Background: an optimization exercise with open tools, aiming at small area. Do not read the settings as production practice.
Only simulation tests tie the RTL to the original design; equivalence was not proved.
Power figures rest on the tool's default switching activity, not on a simulated workload.

## regfile_scoreboard
module regfile_scoreboard #(
  parameter int REG_NUM = 32,
  parameter int ADDR_W  = 5,
  parameter int DATA_W  = 32,
  parameter int CNT_W   = 2
) (
  input  logic              clk_in,
  input  logic              rst_n_in,
  input  logic              re1_in,
  input  logic [ADDR_W-1:0] a1_in,
  output logic [DATA_W-1:0] d1_out,
  output logic              en1_out,
  input  logic              re2_in,
  input  logic [ADDR_W-1:0] a2_in,
  output logic [DATA_W-1:0] d2_out,
  output logic              en2_out,
  input  logic              iss_we_in,
  input  logic [ADDR_W-1:0] iss_rd_in,
  output logic              iss_full_out,
  input  logic              wb_we_in,
  input  logic [ADDR_W-1:0] wb_a_in,
  input  logic [DATA_W-1:0] wb_d_in
);
==> module regfile_scoreboard, before the edit <==
module regfile_scoreboard #(
  parameter int REG_NUM = 32,
  parameter int ADDR_W  = 5,
  parameter int DATA_W  = 32,
  parameter int CNT_W   = 2
) (
  input  logic              clk_in,
  input  logic              rst_n_in,
  input  logic              re1_in,
  input  logic [ADDR_W-1:0] a1_in,
  output logic [DATA_W-1:0] d1_out,
  output logic              en1_out,
  input  logic              re2_in,
  input  logic [ADDR_W-1:0] a2_in,
  output logic [DATA_W-1:0] d2_out,
  output logic              en2_out,
  input  logic              iss_we_in,
  input  logic [ADDR_W-1:0] iss_rd_in,
  output logic              iss_full_out,
  input  logic              wb_we_in,
  input  logic [ADDR_W-1:0] wb_a_in,
  input  logic [DATA_W-1:0] wb_d_in
);
  logic [DATA_W-1:0]  regs [1:REG_NUM-1];
  logic [REG_NUM-1:1] c0, c1;    
  logic [REG_NUM-1:1] rd_ok;     
  logic [31:0] h1, h2, wbd, issr;
  rf_dec5 u_dec1 (.en(re1_in),   .a(a1_in),     .h(h1));
  rf_dec5 u_dec2 (.en(re2_in),   .a(a2_in),     .h(h2));
  rf_dec5 u_decw (.en(wb_we_in), .a(wb_a_in),   .h(wbd));
  rf_dec5n u_deci (.a(iss_rd_in), .h(issr));
  logic [REG_NUM-1:1] cnt_z, cnt_max, byp_ok, gnt;
  always_comb begin
    for (int i = 1; i < REG_NUM; i++) begin
      cnt_z[i]   = !c1[i] && !c0[i];
      cnt_max[i] = c1[i] && c0[i];
      byp_ok[i]  = !c1[i] && c0[i] && wbd[i];    
      gnt[i]     = cnt_z[i] || byp_ok[i];
    end
  end
  logic [REG_NUM-1:1] s1, s2;
  logic               byp1, byp2;
  always_comb begin
    for (int i = 1; i < REG_NUM; i++) begin
      s1[i] = h1[i] && rd_ok[i];
      s2[i] = h2[i] && rd_ok[i];
    end
  end
  rf_aor #(.N(31)) u_byp1 (.s(h1[31:1]), .d(byp_ok), .y(byp1));
  rf_aor #(.N(31)) u_byp2 (.s(h2[31:1]), .d(byp_ok), .y(byp2));
  rf_aor32 u_en1  (.s(h1), .d({gnt, re1_in}), .y(en1_out));
  rf_aor32 u_en2  (.s(h2), .d({gnt, re2_in}), .y(en2_out));
  rf_aor #(.N(31)) u_full (.s(issr[31:1]), .d(cnt_max), .y(iss_full_out));
  for (genvar b = 0; b < DATA_W; b++) begin : rd
    logic [REG_NUM-1:1] col;
    for (genvar i = 1; i < REG_NUM; i++) begin : c
      assign col[i] = regs[i][b];
    end
    rf_aor32 u1 (.s({s1, byp1}), .d({col, wb_d_in[b]}), .y(d1_out[b]));
    rf_aor32 u2 (.s({s2, byp2}), .d({col, wb_d_in[b]}), .y(d2_out[b]));
  end
  always_ff @(posedge clk_in) begin
    for (int i = 1; i < REG_NUM; i++) begin
      if (wbd[i]) regs[i] <= wb_d_in;
    end
  end
  always_ff @(posedge clk_in or negedge rst_n_in) begin
    if (!rst_n_in) begin
      c0    <= '0;
      c1    <= '0;
      rd_ok <= '0;
    end else begin
      for (int i = 1; i < REG_NUM; i++) begin
        logic iss, inc, dec, n0, n1;
        iss = iss_we_in && issr[i];
        inc = iss && !wbd[i] && !cnt_max[i];
        dec = wbd[i] && !iss && !cnt_z[i];
        n0  = c0[i] ^ (inc | dec);
        n1  = c1[i] ^ ((inc && c0[i]) || (dec && !c0[i]));
        c0[i]    <= n0;
        c1[i]    <= n1;
        rd_ok[i] <= !n0 && !n1 && (rd_ok[i] || wbd[i]);
      end
    end
  end
endmodule
clock: 7.0 ns
lec_check: 0
cap_margin: 5
cell_pad_in_sites_detail_placement: 1
cell_pad_in_sites_global_placement: 1
core_margin: 2
core_utilization: 40
place_density: 0.75
setup_slack_margin: 0.05
slew_margin: 5
synth_hierarchical: 1
standard.sh (not shown) runs the stock make flow with config.mk's settings and CLKGATE_MAP_FILE= SYNTH_SCRIPT=/design/flow/synth_recipe.tcl, a recipe that flattens the netlist after the stock synthesis.
==> flow/flow/run.sh <==
#!/bin/bash
# The standard layout (the standard.sh, unchanged synthesis, floorplan, power grid and taps),
# with two settings changed: the port buffers are the smallest buffer, and clock tree synthesis
# uses 4x clock buffers on sink clusters of at most 9 and adds no dummy loads.
set -euo pipefail
CTS_ARGS="-sink_clustering_enable -repair_clock_nets -dont_use_dummy_load"
CTS_ARGS="$CTS_ARGS -buf_list sky130_fd_sc_hd__clkbuf_4 -sink_clustering_size 9 -sink_clustering_max_diameter 40"
bash standard.sh "CTS_ARGS=$CTS_ARGS" "BUFFER_PORTS_ARGS=-buffer_cell sky130_fd_sc_hd__buf_1" finish \
  > standard_flow.log 2>&1
The first run finished with timing, DRC and antenna clean.
Change:
--- a/flow/design.v
+++ b/flow/design.v
@@ -85,12 +85,25 @@
   always_comb begin
     for (int m = 0; m < 4; m++) lo[m] = (a[1:0] == 2'(m));
     for (int j = 0; j < 8; j++) hi[j] = en && (a[4:2] == 3'(j));
     for (int i = 0; i < 32; i++) h[i] = lo[i % 4] && hi[i / 4];
   end
 endmodule
+module rf_cnt (
+  input  logic iss, wb, c0, c1, ok,
+  output logic n0, n1, nok
+);
+  logic inc, dec;
+  always_comb begin
+    inc = iss && !wb && !(c1 && c0);
+    dec = wb && !iss && (c1 || c0);
+    n0  = c0 ^ (inc | dec);
+    n1  = c1 ^ ((inc && c0) || (dec && !c0));
+    nok = !n0 && !n1 && (ok || wb);
+  end
+endmodule
 module regfile_scoreboard #(
   parameter int REG_NUM = 32,
   parameter int ADDR_W  = 5,
   parameter int DATA_W  = 32,
   parameter int CNT_W   = 2
 ) (
@@ -116,61 +129,63 @@
   logic [REG_NUM-1:1] rd_ok;     
   logic [31:0] h1, h2, wbd, issr;
   rf_dec5 u_dec1 (.en(re1_in),   .a(a1_in),     .h(h1));
   rf_dec5 u_dec2 (.en(re2_in),   .a(a2_in),     .h(h2));
   rf_dec5 u_decw (.en(wb_we_in), .a(wb_a_in),   .h(wbd));
   rf_dec5n u_deci (.a(iss_rd_in), .h(issr));
-  logic [REG_NUM-1:1] cnt_z, cnt_max, byp_ok, gnt;
+  logic [REG_NUM-1:1] cnt_z, cnt_one, cnt_max;
   always_comb begin
     for (int i = 1; i < REG_NUM; i++) begin
       cnt_z[i]   = !c1[i] && !c0[i];
+      cnt_one[i] = !c1[i] && c0[i];
       cnt_max[i] = c1[i] && c0[i];
-      byp_ok[i]  = !c1[i] && c0[i] && wbd[i];    
-      gnt[i]     = cnt_z[i] || byp_ok[i];
     end
   end
   logic [REG_NUM-1:1] s1, s2;
-  logic               byp1, byp2;
+  logic               one1, one2, byp1, byp2, en1_q, en2_q;
   always_comb begin
     for (int i = 1; i < REG_NUM; i++) begin
       s1[i] = h1[i] && rd_ok[i];
       s2[i] = h2[i] && rd_ok[i];
     end
   end
-  rf_aor #(.N(31)) u_byp1 (.s(h1[31:1]), .d(byp_ok), .y(byp1));
-  rf_aor #(.N(31)) u_byp2 (.s(h2[31:1]), .d(byp_ok), .y(byp2));
-  rf_aor32 u_en1  (.s(h1), .d({gnt, re1_in}), .y(en1_out));
-  rf_aor32 u_en2  (.s(h2), .d({gnt, re2_in}), .y(en2_out));
+  rf_aor #(.N(31)) u_one1 (.s(h1[31:1]), .d(cnt_one), .y(one1));
+  rf_aor #(.N(31)) u_one2 (.s(h2[31:1]), .d(cnt_one), .y(one2));
+  always_comb begin
+    byp1 = one1 && wb_we_in && (wb_a_in == a1_in);
+    byp2 = one2 && wb_we_in && (wb_a_in == a2_in);
+  end
+  rf_aor32 u_en1  (.s(h1), .d({cnt_z, re1_in}), .y(en1_q));
+  rf_aor32 u_en2  (.s(h2), .d({cnt_z, re2_in}), .y(en2_q));
+  assign en1_out = en1_q || byp1;
+  assign en2_out = en2_q || byp2;
   rf_aor #(.N(31)) u_full (.s(issr[31:1]), .d(cnt_max), .y(iss_full_out));
   for (genvar b = 0; b < DATA_W; b++) begin : rd
     logic [REG_NUM-1:1] col;
     for (genvar i = 1; i < REG_NUM; i++) begin : c
       assign col[i] = regs[i][b];
     end
-    rf_aor32 u1 (.s({s1, byp1}), .d({col, wb_d_in[b]}), .y(d1_out[b]));
-    rf_aor32 u2 (.s({s2, byp2}), .d({col, wb_d_in[b]}), .y(d2_out[b]));
+    rf_aor32 u1 (.s({byp1, s1}), .d({wb_d_in[b], col}), .y(d1_out[b]));
+    rf_aor32 u2 (.s({byp2, s2}), .d({wb_d_in[b], col}), .y(d2_out[b]));
   end
   always_ff @(posedge clk_in) begin
     for (int i = 1; i < REG_NUM; i++) begin
       if (wbd[i]) regs[i] <= wb_d_in;
     end
+  end
+  logic [REG_NUM-1:1] c0_d, c1_d, ok_d;
+  for (genvar i = 1; i < REG_NUM; i++) begin : cn
+    rf_cnt u (.iss(iss_we_in && issr[i]), .wb(wbd[i]), .c0(c0[i]), .c1(c1[i]), .ok(rd_ok[i]),
+              .n0(c0_d[i]), .n1(c1_d[i]), .nok(ok_d[i]));
   end
   always_ff @(posedge clk_in or negedge rst_n_in) begin
     if (!rst_n_in) begin
       c0    <= '0;
       c1    <= '0;
       rd_ok <= '0;
     end else begin
-      for (int i = 1; i < REG_NUM; i++) begin
-        logic iss, inc, dec, n0, n1;
-        iss = iss_we_in && issr[i];
-        inc = iss && !wbd[i] && !cnt_max[i];
-        dec = wbd[i] && !iss && !cnt_z[i];
-        n0  = c0[i] ^ (inc | dec);
-        n1  = c1[i] ^ ((inc && c0[i]) || (dec && !c0[i]));
-        c0[i]    <= n0;
-        c1[i]    <= n1;
-        rd_ok[i] <= !n0 && !n1 && (rd_ok[i] || wbd[i]);
-      end
+      c0    <= c0_d;
+      c1    <= c1_d;
+      rd_ok <= ok_d;
     end
   end
 endmodule
After rerunning: The new run finished with timing, DRC and antenna clean. Power is about the same. First-iteration DRC count drops by 7.2%. Die area shrinks by 0.66%. Worst hold slack improved by 63 ps. Sequential share of layout area climbs by 0.57 points. Clock skew rises by 16 ps. Cell count falls by 0.63%. Cell area decreases by 0.89%.

what the ideal ports hide:
Ports are ideal in the flow. The routed layouts listed here were re-timed in OpenROAD. Step 1: set_driving_cell puts a clkbuf_16 on clk_in and a buf_2 on each other input, an assumption about the parent block. Step 2, shift: input delay + t, output delay - t, t = (earliest + latest rising clock arrival at the registers) / 2. This alone moves slack from input paths to output paths. Slacks: no drivers / after step 1 / after step 2; pairs: no drivers / after step 1.
| run | shift t [ns] | setup WS [ns] | worst data-port slew with drivers (ns) |
|---|---|---|---|
| the first run | 1.096 | 0.315 / 0.238 / 0.238 | 0.10 |
| the second run | 1.171 | 0.438 / 0.416 / 0.416 | 0.16 |
After both steps setup and hold are still met in every run listed. The setup slack of the first run, which loses most, moves by -0.077 ns with the drivers and by -0.077 ns with both steps.
